Background: an optimization exercise with open tools, aiming at small area, a short achievable clock period and few clock cycles. Do not read the settings as production practice.
RTL that was checked went through simulation tests only; none was proved equivalent to the original.
The RTL of run 3 was laid out without a check of its function.
Power figures rest on the tool's default switching activity, not on a simulated workload.

===== design/flow/design.v =====
package pts_pkg;
  localparam int NUM_ENTRIES = 64;
  localparam int IDX_W       = $clog2(NUM_ENTRIES);
  localparam int LEVEL_DIV   = 10;
  localparam int LEVEL_RECIP = (1 << 16) / LEVEL_DIV + 1;
  localparam logic [2:0] CMD_WRITE  = 3'd0;
  localparam logic [2:0] CMD_READY  = 3'd1;
  localparam logic [2:0] CMD_RESUME = 3'd2;
  localparam logic [2:0] CMD_STOP   = 3'd3;
  localparam logic [2:0] CMD_SCHED  = 3'd4;
  localparam logic [2:0] ST_READY   = 3'd1;
  localparam logic [2:0] ST_RUNNING = 3'd2;
  localparam logic [2:0] ST_STOPPED = 3'd3;
  localparam logic [1:0] REG_POLICY  = 2'd0;
  localparam logic [1:0] REG_QUANTUM = 2'd1;
  localparam logic [1:0] REG_UPRIO   = 2'd2;
  typedef struct packed {
    logic [2:0]        state;
    logic signed [7:0] prio;
    logic [5:0]        nice;
    logic [15:0]       counter;
  } entry_t;
  typedef struct packed {
    logic load;
    logic fetch;
    logic prep;
    logic scan;
    logic win;
  } ctl_t;
  typedef struct packed {
    logic sched;
    logic scan_last;
  } sts_t;
endpackage
module pts_ctrl (
  input  logic          clk,
  input  logic          rst,
  input  logic          start,
  input  pts_pkg::sts_t sts,
  output pts_pkg::ctl_t ctl,
  output logic          busy
);
  typedef enum logic [5:0] {
    S_IDLE  = 6'b000001,
    S_FETCH = 6'b000010,
    S_PREP  = 6'b000100,
    S_SCAN  = 6'b001000,
    S_DRAIN = 6'b010000,
    S_WIN   = 6'b100000
  } fsm_t;
  fsm_t fsm, fsm_next;
  always_ff @(posedge clk) begin
    if (rst) begin
      fsm <= S_IDLE;
    end else begin
      fsm <= fsm_next;
    end
  end
  always_comb begin
    fsm_next = fsm;
    ctl      = '0;
    unique case (fsm)
      S_IDLE: begin
        if (start) begin
          ctl.load = 1'b1;
          fsm_next = S_FETCH;
        end
      end
      S_FETCH: begin
        ctl.fetch = 1'b1;
        fsm_next  = S_PREP;
      end
      S_PREP: begin
        ctl.prep = 1'b1;
        fsm_next = sts.sched ? S_SCAN : S_IDLE;
      end
      S_SCAN: begin
        ctl.scan = 1'b1;
        if (sts.scan_last) begin
          fsm_next = S_DRAIN;
        end
      end
      S_DRAIN: begin
        fsm_next = S_WIN;
      end
      S_WIN: begin
        ctl.win  = 1'b1;
        fsm_next = S_IDLE;
      end
      default: begin
        fsm_next = S_IDLE;
      end
    endcase
  end
  assign busy = (fsm != S_IDLE);
endmodule
module pts_dp (
  input  logic                clk,
  input  logic                rst,
  input  pts_pkg::ctl_t       ctl,
  output pts_pkg::sts_t       sts,
  input  logic                cfg_we,
  input  logic [1:0]          cfg_idx,
  input  logic [9:0]          cfg_data,
  input  logic [2:0]          cmd,
  input  logic [5:0]          slot,
  input  logic [2:0]          new_state,
  input  logic signed [7:0]   new_priority,
  input  logic [5:0]          new_nice,
  input  logic [15:0]         new_counter,
  output logic                done,
  output logic [5:0]          chosen,
  output logic                switched,
  output logic [5:0]          previous,
  output logic [2:0]          rd_state,
  output logic signed [7:0]   rd_priority,
  output logic [5:0]          rd_nice,
  output logic [15:0]         rd_counter
);
  localparam int IW = pts_pkg::IDX_W;
  function automatic logic signed [8:0] level_of(input logic signed [7:0] p);
    logic [7:0]  a;
    logic [24:0] prod;
    logic [8:0]  q;
    a    = p[7] ? 8'(-p) : 8'(p);
    prod = 25'(a) * 25'(pts_pkg::LEVEL_RECIP);
    q    = 9'(prod >> 16);
    level_of = p[7] ? -$signed(q) : $signed(q);
  endfunction
  function automatic logic beats(input logic [32:0] c, input logic [32:0] n,
                                 input logic [1:0] pol);
    logic signed [7:0]  cp, np;
    logic [5:0]         cnice, nnice;
    logic [15:0]        ccnt, ncnt;
    logic signed [17:0] kc, kn;
    logic signed [8:0]  lc, ln;
    logic signed [16:0] mc, mn;
    cp    = $signed(c[29:22]);
    np    = $signed(n[29:22]);
    cnice = c[21:16];
    nnice = n[21:16];
    ccnt  = c[15:0];
    ncnt  = n[15:0];
    kc = (18'(cp) <<< 3) + (18'(cp) <<< 1) - $signed({2'b0, ccnt});
    kn = (18'(np) <<< 3) + (18'(np) <<< 1) - $signed({2'b0, ncnt});
    lc = level_of(cp);
    ln = level_of(np);
    mc = $signed({11'b0, cnice}) - $signed({1'b0, ccnt});
    mn = $signed({11'b0, nnice}) - $signed({1'b0, ncnt});
    if (pol == 2'd0) begin
      beats = ccnt > ncnt;
    end else if (pol == 2'd1) begin
      beats = (kc != kn) ? (kc < kn) : (cnice <= nnice);
    end else begin
      beats = (lc == ln) ? (mc <= mn) : (lc < ln);
    end
  endfunction
  function automatic logic [32:0] bumped(input logic [32:0] e);
    logic [32:0] r;
    r = e;
    if (e[15:0] != 16'hFFFF) begin
      r[15:0] = e[15:0] + 16'd1;
    end
    bumped = r;
  endfunction
  logic [1:0]        policy;
  logic [9:0]        quantum;
  logic signed [7:0] user_prio;
  always_ff @(posedge clk) begin
    if (rst) begin
      policy    <= 2'd2;
      quantum   <= 10'd50;
      user_prio <= 8'sd40;
    end else if (cfg_we) begin
      unique case (cfg_idx)
        pts_pkg::REG_POLICY:  policy    <= cfg_data[1:0];
        pts_pkg::REG_QUANTUM: quantum   <= cfg_data;
        pts_pkg::REG_UPRIO:   user_prio <= $signed(cfg_data[7:0]);
        default: ;
      endcase
    end
  end
  logic [2:0]      cmd_r;
  logic [5:0]      slot_r;
  pts_pkg::entry_t new_r;
  always_ff @(posedge clk) begin
    if (ctl.load) begin
      cmd_r  <= cmd;
      slot_r <= slot;
      new_r  <= {new_state, new_priority, new_nice, new_counter};
    end
  end
  logic          is_sched, slot_ok;
  logic [IW-1:0] slot_idx;
  assign is_sched = (cmd_r == pts_pkg::CMD_STOP) || (cmd_r == pts_pkg::CMD_SCHED);
  assign slot_ok  = (32'(slot_r) < 32'(pts_pkg::NUM_ENTRIES));
  assign slot_idx = IW'(slot_r);
  logic [IW-1:0]   current, last, idx, pidx, pick_idx;
  logic            pv;
  pts_pkg::entry_t pick;
  assign sts.sched     = is_sched;
  logic [32:0]     mem [0:pts_pkg::NUM_ENTRIES-1];
  logic [pts_pkg::NUM_ENTRIES-1:0] vld;
  pts_pkg::entry_t rd_data, rdv;
  logic            rd_vld, rd_en, we;
  logic [IW-1:0]   rd_addr, wa;
  pts_pkg::entry_t wd;
  assign rd_en   = ctl.fetch || ctl.scan;
  assign rd_addr = ctl.scan ? idx : (is_sched ? current : slot_idx);
  assign rdv     = rd_vld ? rd_data : '0;
  always_ff @(posedge clk) begin
    if (rd_en) begin
      rd_data <= mem[rd_addr];
      rd_vld  <= vld[rd_addr];
    end
    if (we) begin
      mem[wa] <= wd;
    end
  end
  always_ff @(posedge clk) begin
    if (rst) begin
      vld <= '0;
    end else if (we) begin
      vld[wa] <= 1'b1;
    end
  end
  logic [pts_pkg::NUM_ENTRIES-1:0] rdy_mask, above;
  logic [IW-1:0]                   nxt;
  logic                            nxt_any;
  for (genvar j = 0; j < pts_pkg::NUM_ENTRIES; j++) begin : g_rdy
    assign rdy_mask[j] = vld[j] && (mem[j][32:30] == pts_pkg::ST_READY);
    assign above[j]    = (IW'(j) > idx) && rdy_mask[j];
  end
  always_comb begin
    nxt     = '0;
    nxt_any = 1'b0;
    for (int j = pts_pkg::NUM_ENTRIES - 1; j >= 0; j--) begin
      if (above[j]) begin
        nxt     = IW'(j);
        nxt_any = 1'b1;
      end
    end
  end
  assign sts.scan_last = !nxt_any;
  pts_pkg::entry_t prep_e;
  logic            prep_we;
  always_comb begin
    prep_e  = rdv;
    prep_we = 1'b0;
    if (is_sched) begin
      if (cmd_r == pts_pkg::CMD_STOP) begin
        prep_e.state = pts_pkg::ST_STOPPED;
      end
      if (prep_e.state == pts_pkg::ST_RUNNING) begin
        prep_e.state   = pts_pkg::ST_READY;
        prep_e.counter = '0;
      end
      prep_we = 1'b1;
    end else if (slot_ok) begin
      unique case (cmd_r)
        pts_pkg::CMD_WRITE: begin
          prep_e  = new_r;
          prep_we = 1'b1;
        end
        pts_pkg::CMD_READY: begin
          prep_e.state   = pts_pkg::ST_READY;
          prep_e.counter = '0;
          prep_we        = 1'b1;
        end
        pts_pkg::CMD_RESUME: begin
          if (rdv.state == pts_pkg::ST_STOPPED) begin
            prep_e.state   = pts_pkg::ST_READY;
            prep_e.counter = '0;
            prep_we        = 1'b1;
          end
        end
        default: ;
      endcase
    end else begin
      prep_e = '0;
    end
  end
  pts_pkg::entry_t win_e;
  logic signed [9:0] sh;
  logic [4:0]        sh_amt;
  logic [25:0]       qv;
  always_comb begin
    sh = 10'(level_of(user_prio)) + 10'sd1;
    if (sh < 10'sd0) begin
      sh_amt = 5'd0;
    end else if (sh > 10'sd16) begin
      sh_amt = 5'd16;
    end else begin
      sh_amt = 5'(sh);
    end
    qv             = 26'(quantum) << sh_amt;
    win_e          = pick;
    win_e.prio     = user_prio;
    win_e.state    = pts_pkg::ST_RUNNING;
    win_e.counter  = policy[1] ? ((|qv[25:16]) ? 16'hFFFF : qv[15:0]) : 16'(quantum);
  end
  logic cand_wins;
  assign cand_wins = beats(rdv, pick, policy);
  always_comb begin
    we = 1'b0;
    wa = slot_idx;
    wd = prep_e;
    if (ctl.prep) begin
      we = prep_we;
      wa = is_sched ? current : slot_idx;
    end else if (ctl.win) begin
      we = 1'b1;
      wa = pick_idx;
      wd = win_e;
    end else if (pv && (pidx != '0) && (rdv.state == pts_pkg::ST_READY)) begin
      we = 1'b1;
      if (cand_wins) begin
        wa = pick_idx;
        wd = bumped(pick);
      end else begin
        wa = pidx;
        wd = bumped(rdv);
      end
    end
  end
  always_ff @(posedge clk) begin
    if (rst) begin
      pv      <= 1'b0;
      current <= '0;
      last    <= '0;
      done    <= 1'b0;
    end else begin
      pv   <= ctl.scan;
      done <= (ctl.prep && !is_sched) || ctl.win;
      if (ctl.prep && is_sched) begin
        last <= current;
      end
      if (ctl.win) begin
        current <= pick_idx;
      end
    end
  end
  always_ff @(posedge clk) begin
    pidx <= idx;
    if (ctl.prep) begin
      idx <= '0;
    end else if (ctl.scan) begin
      idx <= nxt;
    end
    if (pv) begin
      if (pidx == '0) begin
        pick     <= rdv;
        pick_idx <= '0;
      end else if ((rdv.state == pts_pkg::ST_READY) && cand_wins) begin
        pick     <= rdv;
        pick_idx <= pidx;
      end
    end
  end
  pts_pkg::entry_t res;
  always_ff @(posedge clk) begin
    if (ctl.prep && !is_sched) begin
      res      <= prep_e;
      switched <= 1'b0;
    end else if (ctl.win) begin
      res      <= win_e;
      switched <= (pick_idx != current);
    end
  end
  assign chosen      = 6'(current);
  assign previous    = 6'(last);
  assign rd_state    = res.state;
  assign rd_priority = res.prio;
  assign rd_nice     = res.nice;
  assign rd_counter  = res.counter;
endmodule
module process_table_scheduler (
  input  logic              clk,
  input  logic              rst,
  input  logic              start,
  output logic              busy,
  input  logic [2:0]        cmd,
  input  logic [5:0]        slot,
  input  logic [2:0]        new_state,
  input  logic signed [7:0] new_priority,
  input  logic [5:0]        new_nice,
  input  logic [15:0]       new_counter,
  input  logic              cfg_we,
  input  logic [1:0]        cfg_idx,
  input  logic [9:0]        cfg_data,
  output logic              done,
  output logic [5:0]        chosen,
  output logic              switched,
  output logic [5:0]        previous,
  output logic [2:0]        rd_state,
  output logic signed [7:0] rd_priority,
  output logic [5:0]        rd_nice,
  output logic [15:0]       rd_counter
);
  pts_pkg::ctl_t ctl;
  pts_pkg::sts_t sts;
  pts_ctrl u_ctrl (
    .clk   (clk),
    .rst   (rst),
    .start (start),
    .sts   (sts),
    .ctl   (ctl),
    .busy  (busy)
  );
  pts_dp u_dp (
    .clk          (clk),
    .rst          (rst),
    .ctl          (ctl),
    .sts          (sts),
    .cfg_we       (cfg_we),
    .cfg_idx      (cfg_idx),
    .cfg_data     (cfg_data),
    .cmd          (cmd),
    .slot         (slot),
    .new_state    (new_state),
    .new_priority (new_priority),
    .new_nice     (new_nice),
    .new_counter  (new_counter),
    .done         (done),
    .chosen       (chosen),
    .switched     (switched),
    .previous     (previous),
    .rd_state     (rd_state),
    .rd_priority  (rd_priority),
    .rd_nice      (rd_nice),
    .rd_counter   (rd_counter)
  );
endmodule

===== design/flow/config.mk =====
export PLATFORM = sky130hd
export DESIGN_NAME = process_table_scheduler
export DESIGN_NICKNAME = process_table_scheduler
export VERILOG_FILES = /design/flow/design.v
export SDC_FILE = /design/flow/constraint.sdc
export NUM_CORES = 4
export LEC_CHECK = 0
export CAP_MARGIN = 20
export CORE_MARGIN = 2
export CORE_UTILIZATION = 40
export SLEW_MARGIN = 20

===== design/flow/run.sh =====
#!/bin/bash
# synth_recipe.tcl (not shown) runs the flow's synth.tcl, then flattens the netlist and writes it again
# the make line also repeats each setting of config.mk as NAME=value (left out here)
make -C /OpenROAD-flow-scripts/flow DESIGN_CONFIG=/design/flow/config.mk WORK_HOME=/design/flow/orfs CLKGATE_MAP_FILE= SYNTH_SCRIPT=/design/flow/synth_recipe.tcl finish

===== design/flow/constraint.sdc =====
create_clock -name core_clock -period 12.5 [get_ports {clk}]
set_input_delay 2.5000 -clock core_clock [delete_from_list [all_inputs] [get_ports {clk}]]
set_output_delay 2.5000 -clock core_clock [all_outputs]
set_load 0.01 [all_outputs]

==> results of run 1 <==
[per-layer routing]
metal,wire length (um),share of wire [%]
met1,132000,42
met2,145000,46
met3,26900,8.6
met4,10300,3.3
met5,67,0.021
[per-stage QoR]
step           cells  worst slack [ns]  instance area (sq um)  TNS [ns]  total power [mW]
6_report       10253             0.713                 121000         0              19.4
5_1_grt        10251            -0.161                 121000     -6.12              20.0
4_1_cts        10214             0.460                 121000         0              19.5
3_5_place_dp    9761             0.535                 113000         0              12.1
3_3_place_gp    9745             0.446                 112000         0              12.1
2_1_floorplan   6263            0.0870                 105000         0              11.0
[cells by family (layout without fill, tap and decap cells)]
group	count (synthesis)	count (layout)	synth area share, %
xor+xnor	133	133	1.14
mux	751	751	14.5
compound gates	957	957	6.09
simple gates	1098	1100	5.17
other cells	0	3	0
fa+ha+maj	326	326	4.25
flops	2377	2377	66.6
buf+inv	621	1091	2.27
[power groups by stage]
stage / clock network [mW] / logic, mW / registers [mW]
floorplan: 0 / 1.95 / 9.03
global placement: 0 / 3.06 / 9.04
detailed placement: 0 / 3.06 / 9.04
CTS: 7.55 / 3.08 / 8.87
global route: 7.85 / 3.28 / 8.87
finish: 7.45 / 3.10 / 8.87
[worst paths after layout]
check / startpoint / to / depth (start not counted)
setup / recovery: u_dp.rd_vld$_DFFE_PP_ / u_dp.mem[49][25]$_DFFE_PP_ / 39
hold / removal: u_dp.pidx[0]$_DFF_P_ / u_dp.pick_idx[0]$_SDFFCE_PP0P_ / 0
setup reg to reg: u_dp.rd_vld$_DFFE_PP_ / u_dp.mem[49][25]$_DFFE_PP_ / 39
hold reg to reg: u_dp.pidx[0]$_DFF_P_ / u_dp.pick_idx[0]$_SDFFCE_PP0P_ / 0
[state kept, by name, indices dropped and copies added (netlist names), 8 cells and up]
name            count
u_dp.mem         2112
u_dp.new_r         33
u_dp.pick          33
u_dp.quantum       10
u_dp.rd_data       33
u_dp.res           33
u_dp.user_prio      8
u_dp.vld           64
[cell type report]
type / instances / area (sq um) / area share (%)
Sequential cell: 2377 / 70200 / 57.9
Tap cell: 3515 / 4400 / 3.63
Multi-Input combinational cell: 3267 / 33900 / 28.0
Clock inverter: 177 / 2060 / 1.70
Timing Repair Buffer: 333 / 3260 / 2.69
Inverter: 305 / 1140 / 0.945
Antenna cell: 3 / 7.51 / 0.00620
Clock buffer: 276 / 6200 / 5.12
[synth_stat cells (41+ instances only)]
cell / n
edfxtp_1: 2260
buf_1: 77
nand2_1: 320
o22ai_1: 64
dfxtp_1: 117
nand3_1: 62
nor3_1: 75
xnor2_1: 95
nor2b_1: 89
inv_1: 298
ha_1: 272
clkbuf_1: 202
o21ai_0: 165
a21oi_1: 253
nor2_1: 279
nand2b_1: 41
mux2i_1: 108
fa_1: 54
mux4_2: 617
a211oi_1: 125
[worst max-delay path, delay by kind of cell, from the launching register on]
kind | cells | cell delay [ns]
adders and majority gates | 8 | 2.99
AOI/OAI and AO/OA | 14 | 3.30
and+or+nand+nor | 12 | 3.79
xor gates and xnor gates | 1 | 0.15
buffers and inverters | 4 | 0.60
DFF | 1 | 0.57
[timing repair]
action                     CTS  global route
hold buffers                 0             0
setup endpoints to repair    0           494
buffers inserted             0            33
gates resized for setup      0             1
==> results by group, run 1 <==
Yosys
  • Synth area leader: edfxtp_1
  • Post-synth design cell area: 0.105 sq mm
  • Main flop type after synthesis: edfxtp_1
  • Post-Syn Instances: 6,263
  • Synth cell types: 107
  • Syn_area_per_cell: 16.8 sq um
  • Synth Register Bits: 2,377
  • Register area share after synthesis: 66.6%
  • Post-Syn Nets: 6,647
  • Number of synthesized flops with an enable pin: 2,260
  • Largest cells by area after synthesis: edfxtp_1, mux4_2, ha_1
  • Asr flop ratio synth: 0%
  • Post-synth top area share: 64.4%
  • Warning count from the yosys run: 2

Pwr
  • Pint: 14.2 mW
  • Peak VDD IR: 0.133 mV
  • Comb pwr share: 16.0%
  • PwrDens: 160 mW/mm^2
  • Reg power frac: 45.7%
  • Clk pwr share: 38.4%
  • Leak: 39.9 nW
  • Switching share of power: 26.9%
  • Net Sw Power: 5.22 mW

Global routing
  • Met1 usage: 33.5%
  • Gr usage total: 23.2%
  • Grt ovf: 0
  • Met3 Usage GRT: 3.66%
  • Vias in the first global route: 59,615
  • M2 GR Usage: 36.2%
  • Largest net degree at the start of global routing: 127
  • Initial antenna violation count: 14
  • First-pass GRT wire length: 445,000 um
  • Gr busiest metal: met2

Floorplan
  • Die height: 517 um
  • Die Wd: 517 um
  • Die ar.: 0.268 sq mm
  • Row cnt: 188
  • Num ports: 106
  • Starting Density: 40.2%
  • Core Region: 0.262 sq mm

Clock network
  • Root buffer cell: clkbuf_16
  • CTS Sinks: 2,377
  • Worst-Skew Late Latency: 0.96 ns
  • Worst-path clk slew: 0.06 ns
  • TritonCTS clock tree: built
  • Num CTS Buffers: 239
  • CTS H-tree depth: 4
  • Longest Clk Path Bufs: 3

Drt
  • ANT nets after route: 0
  • Routed vias: 61,087
  • Mean routed wirelength per cell: 30.7 um
  • Vias per cell: 5.96
  • Routed wire length: 314,000 um
  • Detailed-router iteration count before antenna repair: 6
  • Drt drc: 0
  • Initial DRC Count: 7,559

STA
  • Clock skew: 0.112 ns
  • RSZ-0062 raised after global routing: true
  • Max-slew violations: 0
  • Slew margin rel.: 15.8%
  • Final-report hold violation count: 0
  • Fin crit period: 11.79 ns
  • Final period util: 94.3%
  • Final hold slack: 0.414 ns
  • Measured slew at the worst slew-check pin: 1.25 ns
  • Peak Freq: 0.0848 GHz
  • Final setup fails: 0

Cells and area
  • Layout cells sized above 1: 21.2%
  • Fillers: 22,111
  • Commonest non-fill, non-tap cell in the layout: edfxtp_1
  • Nets: 6,907
  • Area added between synthesis and finish: 14.9%
  • Fin util: 46.2%
  • Most frequent cells in the layout: edfxtp_1, mux4_2, nand2_1

Critical path
  • CP max FO: 22
  • Slowest CP cell: nor2_4
  • Crit path DAT: 12.39 ns
  • Flop2flop setup slack: 0.71 ns
  • CP Capture Type: flip-flop
  • CP Data Required Time: 13.10 ns
  • Slowest Stage Delay on Critical Path: 1.01 ns
  • Worst Setup Path Type: flip-flop to flip-flop
  • Critical path launch point type: flip-flop

Min path
  • Min-delay worst type: flip-flop to flip-flop

Placed design
  • Final GP Congestion: 0.935
  • HPWL after DPL: 208,000 um
  • Count of input and output buffers: 105

Flow run
  • Max cap viols: 0

Status
  • Outcome: finished clean
Testbench counts, summed over its fixed seeds: cycles 83,434.
==> inputs of run 2 (changes only) <==
--- a/design/flow/design.v
+++ b/design/flow/design.v
@@ -65,3 +65,3 @@
           ctl.load = 1'b1;
-          fsm_next = S_FETCH;
+          fsm_next = S_PREP;
         end
@@ -246,4 +246,8 @@
   logic            prep_we;
+  logic [IW-1:0]   pa;
+  pts_pkg::entry_t rdc;
+  assign pa  = is_sched ? current : slot_idx;
+  assign rdc = vld[pa] ? mem[pa] : '0;
   always_comb begin
-    prep_e  = rdv;
+    prep_e  = rdc;
     prep_we = 1'b0;
@@ -270,3 +274,3 @@
         pts_pkg::CMD_RESUME: begin
-          if (rdv.state == pts_pkg::ST_STOPPED) begin
+          if (rdc.state == pts_pkg::ST_STOPPED) begin
             prep_e.state   = pts_pkg::ST_READY;
==> run 2 against run 1 <==
Against the previous run:
- clock skew fell by 0.044 ns
- largest power group unchanged
- still clean on timing, DRC and antenna
- synthesized area grew 19%
- largest cell class unchanged
- via count rose by 61%
- first-iteration DRC count grew 110%
- design area increased by 16%
- critical path type unchanged
- fmax grew 0.53%
- count of clock-buffer cells in the layout increased by 72
==> results by group, run 2 <==
Cells and area
  • Commonest non-fill, non-tap cell in the layout: nand2_1
  • Nets: 11,133
  • Area added between synthesis and finish: 12.6%
  • Most frequent cells in the layout: nand2_1, edfxtp_1, nand3_1
  • Largest regs: u_dp.mem x2112, u_dp.vld x64
  • Finished Layout Cells: 15,090
  • Max reg flops: 2,112
  • Biggest register: u_dp.mem
  • Layout cells sized above 1: 13.1%
  • Fillers: 27,884
  • Fin util: 45.3%

Yosys
  • Warning count from the yosys run: 2
  • Post-synth top cells: nand2_1, edfxtp_1, nand3_1
  • Syn_area_per_cell: 11.5 sq um
  • Post-synth top area share: 54.2%
  • Count leader, synth: nand2_1
  • Asr flop ratio synth: 0%
  • Post-synth design cell area: 0.125 sq mm
  • Synth cell types: 97
  • Synth Register Bits: 2,376
  • Synth area leader: edfxtp_1
  • Number of synthesized flops with an enable pin: 2,260
  • Post-Syn Instances: 10,865
  • Largest cells by area after synthesis: edfxtp_1, mux4_2, nand2_1
  • Main flop type after synthesis: edfxtp_1
  • Register area share after synthesis: 56.1%
  • Post-Syn Nets: 11,249

Global routing
  • Initial antenna violation count: 22
  • First-pass GRT wire length: 687,000 um
  • Vias in the first global route: 93,172
  • Largest net degree at the start of global routing: 154
  • Grt ovf: 0
  • Gr usage total: 29.8%

Critical path
  • Worst Setup Path Type: flip-flop to flip-flop
  • CP Data Required Time: 13.02 ns
  • Slowest CP cell: edfxtp_1
  • Slowest Stage Delay on Critical Path: 0.65 ns
  • Critical path launch point type: flip-flop
  • Crit path DAT: 12.25 ns
  • CP max FO: 19
  • CP Capture Type: flip-flop

Clock network
  • Longest Clk Path Bufs: 4
  • TritonCTS clock tree: built
  • Root buffer cell: clkbuf_16
  • Worst-path clk slew: 0.06 ns
  • CTS H-tree depth: 5
  • Num CTS Buffers: 267
  • CTS Hold Bufs: 0
  • CTS Sinks: 2,376
  • Worst-Skew Late Latency: 0.89 ns

STA
  • Fin crit period: 11.73 ns
  • Max-slew violations: 0
  • Setup_tns: 0 ns
  • Final period util: 93.8%
  • Peak Freq: 0.0853 GHz
  • Measured slew at the worst slew-check pin: 1.32 ns
  • Final worst setup slack: 0.774 ns
  • Final-report hold violation count: 0
  • Final setup fails: 0
  • RSZ-0062 raised after global routing: false
  • Slew margin rel.: 12.3%
  • Clock skew: 0.0684 ns

Floorplan
  • Row cnt: 205
  • Starting Density: 40.2%
  • Die height: 563 um
  • Num ports: 106
  • Die Wd: 563 um
  • Die ar.: 0.317 sq mm
  • Core Region: 0.312 sq mm

Drt
  • Vias per cell: 6.53
  • Initial DRC Count: 15,527
  • ANT nets after route: 0
  • Routed wire length: 486,000 um
  • Mean routed wirelength per cell: 32.2 um
  • Detailed-router iteration count before antenna repair: 8
  • Drt drc: 0
  • Routed vias: 98,566

Placed design
  • Final GP Congestion: 1.04
  • DP Worst Slack: 0.711 ns
  • Placed Cells: 14,619
  • HPWL after DPL: 318,000 um
  • Count of input and output buffers: 105

Status
  • Outcome: finished clean

Min path
  • Min-delay worst type: flip-flop to flip-flop

Pwr
  • PwrDens: 150 mW/mm^2
  • Peak VDD IR: 0.123 mV
  • Total chip power: 21.2 mW
  • Leak: 49.3 nW

Flow run
  • Max cap viols: 0
## run 2: path summary, 6_finish.rpt
path / startpoint / to / slack, ns / cells after the start
worst min-delay path: u_dp.last[3]$_SDFFE_PP0P_ / u_dp.last[3]$_SDFFE_PP0P_ / 0.46 / 2
worst max-delay path: u_dp.pick[22]$_DFFE_PP_ / u_dp.mem[17][24]$_DFFE_PP_ / 0.77 / 39
worst min register to register: u_dp.last[3]$_SDFFE_PP0P_ / u_dp.last[3]$_SDFFE_PP0P_ / 0.46 / 2
worst max register to register: u_dp.pick[22]$_DFFE_PP_ / u_dp.mem[17][24]$_DFFE_PP_ / 0.77 / 39
## run 2: through the flow
stage | instance area (sq um) | hold WS, ns
finish | 141000 | 0.461
global route | 141000 | 0.494
CTS | 141000 | 0.463
detailed placement | 133000 | 0.454
global placement | 133000 | 0.447
floorplan | 125000 | 0.329
## run 2: logic make-up after synthesis
family          Yosys count  share of synthesized area (%)
simple gates           4702                           16.2
compound gates         1688                           9.77
flops                  2376                           56.1
xor+xnor                143                           1.02
fa+ha+maj               327                           3.59
mux                     576                           10.1
buf+inv                1053                           3.25
## run 2: cell type report
cell class              instances  area (sq um)  area share [%]
diodes                          8          20.0          0.0142
clock buffers                 348          7250            5.14
inverters                     232           871           0.618
repair buffers                436          4370            3.10
clock inverters               114           885           0.627
multi-input cells            7436         52300            37.1
well taps                    4140          5180            3.67
flip-flops and latches       2376         70200            49.8
## run 2: what timing repair did
item / 4_1_cts / 5_1_grt
resized for setup: 0 / 3
buffers inserted: 0 / 0
setup endpoints to repair: 0 / 188
## run 2: power breakdown
part / internal (mW) / leakage [nW] / switching, mW
Combinational: 1.34 / 23.7 / 3.21
Clock: 4.32 / 3.97 / 3.27
Sequential: 8.98 / 21.6 / 0.0330
## run 2: critical path, delay by kind of cell, from the launching register on
family	cells	cell delay (ns)
compound gates	15	3.68
fa+ha+maj	8	2.85
simple gates	7	2.35
buf+inv	6	1.02
xor+xnor	2	0.69
flops	1	0.65
mux	1	0.08
## run 2: metal layers
layer	up-vias	global-route usage, %	part of all wire (%)
li1	40863	-	-
met1	49568	39.9	38
met2	7054	44.0	43
met3	1053	9.89	14
met4	28	13.2	5.0
met5	-	0	0.045
Testbench counts of run 2, summed over its fixed seeds: cycles 79,034.
==> inputs of run 3 (changes only) <==
--- a/design/flow/design.v
+++ b/design/flow/design.v
@@ -65,3 +65,3 @@
           ctl.load = 1'b1;
-          fsm_next = S_PREP;
+          fsm_next = S_FETCH;
         end
@@ -201,2 +201,3 @@
   assign sts.sched     = is_sched;
+  assign sts.scan_last = (idx == IW'(pts_pkg::NUM_ENTRIES - 1));
   logic [32:0]     mem [0:pts_pkg::NUM_ENTRIES-1];
@@ -226,28 +227,6 @@
   end
-  logic [pts_pkg::NUM_ENTRIES-1:0] rdy_mask, above;
-  logic [IW-1:0]                   nxt;
-  logic                            nxt_any;
-  for (genvar j = 0; j < pts_pkg::NUM_ENTRIES; j++) begin : g_rdy
-    assign rdy_mask[j] = vld[j] && (mem[j][32:30] == pts_pkg::ST_READY);
-    assign above[j]    = (IW'(j) > idx) && rdy_mask[j];
-  end
-  always_comb begin
-    nxt     = '0;
-    nxt_any = 1'b0;
-    for (int j = pts_pkg::NUM_ENTRIES - 1; j >= 0; j--) begin
-      if (above[j]) begin
-        nxt     = IW'(j);
-        nxt_any = 1'b1;
-      end
-    end
-  end
-  assign sts.scan_last = !nxt_any;
   pts_pkg::entry_t prep_e;
   logic            prep_we;
-  logic [IW-1:0]   pa;
-  pts_pkg::entry_t rdc;
-  assign pa  = is_sched ? current : slot_idx;
-  assign rdc = vld[pa] ? mem[pa] : '0;
   always_comb begin
-    prep_e  = rdc;
+    prep_e  = rdv;
     prep_we = 1'b0;
@@ -274,3 +253,3 @@
         pts_pkg::CMD_RESUME: begin
-          if (rdc.state == pts_pkg::ST_STOPPED) begin
+          if (rdv.state == pts_pkg::ST_STOPPED) begin
             prep_e.state   = pts_pkg::ST_READY;
@@ -351,3 +330,3 @@
     end else if (ctl.scan) begin
-      idx <= nxt;
+      idx <= idx + IW'(1);
     end
==> run 3 against run 2 <==
Against the previous run:
- critical endpoint is now u_dp.mem[36][32]$_DFFE_PP_
- synthesized cell count is 44% lower
- via count fell by 41%
- routed wire length fell by 42%
- first-iteration DRC count shrank 58%
- design area decreased by 16%
- die area decreased by 17%
- register-to-register slack better by 0.40 ns
==> results by group, run 3 <==
Clock network
  • Worst-path clk slew: 0.06 ns
  • CTS Sinks: 2,377
  • Num CTS Buffers: 235
  • TritonCTS clock tree: built
  • Post-CTS sizing: 0
  • CTS H-tree depth: 4
  • Longest Clk Path Bufs: 3
  • Setup bufs post-CTS: 0
  • CTS Hold Bufs: 0
  • Worst-Skew Late Latency: 0.88 ns
  • Root buffer cell: clkbuf_16

Pwr
  • PwrDens: 174 mW/mm^2
  • Leak: 38.8 nW
  • Peak VDD IR: 0.130 mV

Status
  • Outcome: finished clean

Floorplan
  • Num ports: 106
  • Starting Density: 40.3%
  • Die Wd: 513 um
  • Die height: 513 um
  • Core Region: 0.257 sq mm
  • Row cnt: 186
  • Die ar.: 0.264 sq mm

Drt
  • Initial DRC Count: 6,454
  • Mean routed wirelength per cell: 28.3 um
  • Routed wire length: 281,000 um
  • Vias per cell: 5.83
  • Routed vias: 57,872
  • Detailed-router iteration count before antenna repair: 6
  • Drt drc: 0
  • ANT nets after route: 0

Placed design
  • Placed Cells: 9,498
  • Area after DPL: 0.111 sq mm
  • Count of input and output buffers: 105
  • HPWL after DPL: 175,000 um
  • Final GP Congestion: 0.952

Critical path
  • Worst Setup Path Type: flip-flop to flip-flop
  • CP Data Required Time: 13.01 ns
  • Reg2reg start: u_dp.rd_vld$_DFFE_PP_
  • CP Capture Type: flip-flop
  • Setup crit end: u_dp.mem[36][32]$_DFFE_PP_
  • Critical path launch point type: flip-flop
  • Reg2Reg Depth: 41
  • Slowest Stage Delay on Critical Path: 0.63 ns
  • Crit path from: u_dp.rd_vld$_DFFE_PP_
  • Flop2flop setup slack: 1.18 ns
  • Slowest CP cell: edfxtp_1
  • R2R Path End: u_dp.mem[36][32]$_DFFE_PP_
  • CP max FO: 32
  • Crit path DAT: 11.83 ns

Cells and area
  • Commonest non-fill, non-tap cell in the layout: edfxtp_1
  • Fin util: 46.0%
  • Finished Layout Cells: 9,934
  • Biggest register: u_dp.mem
  • Layout cells sized above 1: 19.6%
  • Nets: 6,736
  • Max reg flops: 2,112
  • Fin area: 0.118 sq mm
  • Area added between synthesis and finish: 14.0%
  • Most frequent cells in the layout: edfxtp_1, mux4_2, a21oi_1
  • Largest regs: u_dp.mem x2112, u_dp.vld x64

Yosys
  • Asr flop ratio synth: 0%
  • Post-synth top cells: edfxtp_1, mux4_2, a21oi_1
  • Post-Syn Instances: 6,119
  • Post-synth design cell area: 0.104 sq mm
  • Number of synthesized flops with an enable pin: 2,260
  • Count leader, synth: edfxtp_1
  • Main flop type after synthesis: edfxtp_1
  • Warning count from the yosys run: 2
  • Register area share after synthesis: 67.7%
  • Post-Syn Nets: 6,504
  • Largest cells by area after synthesis: edfxtp_1, mux4_2, ha_1
  • Synth cell types: 95
  • Synth Register Bits: 2,377
  • Synth area leader: edfxtp_1
  • Syn_area_per_cell: 17.0 sq um
  • Post-synth top area share: 65.4%

STA
  • Max-slew violations: 0
  • Final setup fails: 0
  • Measured slew at the worst slew-check pin: 1.26 ns
  • Final hold slack: 0.422 ns
  • Final period util: 90.6%
  • Final-report hold violation count: 0
  • Fin crit period: 11.32 ns
  • Peak Freq: 0.0883 GHz
  • Slew margin rel.: 15.5%
  • RSZ-0062 raised after global routing: false
  • Setup_tns: 0 ns
  • Clock skew: 0.0787 ns

Global routing
  • Grt ovf: 0
  • Gr usage total: 21.1%
  • Largest net degree at the start of global routing: 105
  • Initial antenna violation count: 7
  • First-pass GRT wire length: 407,000 um
  • Vias in the first global route: 57,419

Flow run
  • Max cap viols: 0

Min path
  • Min-delay worst type: flip-flop to flip-flop
-- run 3: kinds of logic (layout without fill, tap and decap cells) --
kind of cell	Yosys count	after routing	synth area share (%)
simple gates	904	904	4.24
fa+ha+maj	328	328	4.34
mux	720	720	13.7
buf+inv	612	1036	2.23
compound gates	1037	1037	6.58
flops	2377	2377	67.7
xor+xnor	141	141	1.23
other cells	0	7	0
-- run 3: metal layers --
layer | vias up | GRT usage [%] | routed length (um) | share of wire [%]
met3 | 368 | 3.60 | 21700 | 7.7
met5 | - | 0 | 0 | 0
met4 | 0 | 6.05 | 8280 | 2.9
met2 | 2385 | 33.1 | 131000 | 47
met1 | 30198 | 30.1 | 120000 | 43
li1 | 24921 | - | - | -
-- run 3: worst min path at each step --
stage / start / end / slack (ns) / depth (start not counted)
finish: u_dp.idx[5]$_SDFFE_PP0P_ / u_dp.pidx[5]$_DFF_P_ / 0.42 / 0
global route: u_dp.idx[4]$_SDFFE_PP0P_ / u_dp.pidx[4]$_DFF_P_ / 0.44 / 0
CTS: u_dp.idx[5]$_SDFFE_PP0P_ / u_dp.pidx[5]$_DFF_P_ / 0.42 / 0
detailed placement: u_dp.idx[4]$_SDFFE_PP0P_ / u_dp.pidx[4]$_DFF_P_ / 0.40 / 0
global placement: u_dp.idx[4]$_SDFFE_PP0P_ / u_dp.pidx[4]$_DFF_P_ / 0.40 / 0
floorplan: u_dp.idx[4]$_SDFFE_PP0P_ / u_dp.pidx[4]$_DFF_P_ / 0.37 / 0
-- run 3: critical path, delay by kind of cell (launching register included) --
family	cells	cell delay (ns)
adders and majority gates	8	2.91
and+or+nand+nor	11	2.58
buffers and inverters	5	1.23
AOI/OAI and AO/OA	16	3.44
xor gates and xnor gates	1	0.15
DFF	1	0.63
-- run 3: area by class of cell --
type                    count  area (sq um)
flip-flops and latches   2377         70200
inverters                 286          1070
clock buffers             279          6110
diodes                      7          17.5
repair buffers            321          2970
clock inverters           150          1440
well taps                3384          4230
multi-input cells        3130         32300
fillers                 21794        139000
-- run 3: report_power, final --
group / internal (mW) / switching, mW
Sequential: 9.01 / 0.0493
Combinational: 1.62 / 2.99
Clock: 3.88 / 3.05
-- run 3: through the flow --
stage | setup WS (ns) | power (mW)
after detailed placement | 1.20 | 13.8
after global placement | 1.14 | 13.8
after CTS | 1.14 | 20.7
after global routing | 0.330 | 21.3
final | 1.18 | 20.6
after floorplan | 0.558 | 12.1

## port drivers added, routing unchanged
No port has a modelled driver above. Below, the same layouts with a new extraction and two added sets of constraints.
Step 1 sets driving cells, clkbuf_16 on the clock port and buf_2 on the other inputs (assumed; they add their load-dependent delay and slew).
Step 2, shift: input delay + t, output delay - t, t = (earliest + latest rising clock arrival at the registers) / 2. This alone moves slack from input paths to output paths.
Three values: no drivers, after step 1, after step 2; two values: the first two.
run | t, ns | slack for setup (ns) | slew at the worst register clock pin (ns) | worst slew at a driven data input, ns
run 1 | 0.991 | 0.713 / 0.713 / 0.713 | 0.07 / 0.07 | 0.09
run 2 | 0.959 | 0.774 / 0.774 / 0.774 | 0.07 / 0.07 | 0.08
run 3 | 0.941 | 1.176 / 1.176 / 1.176 | 0.07 / 0.07 | 0.08
After both steps setup and hold are still met in every run listed.
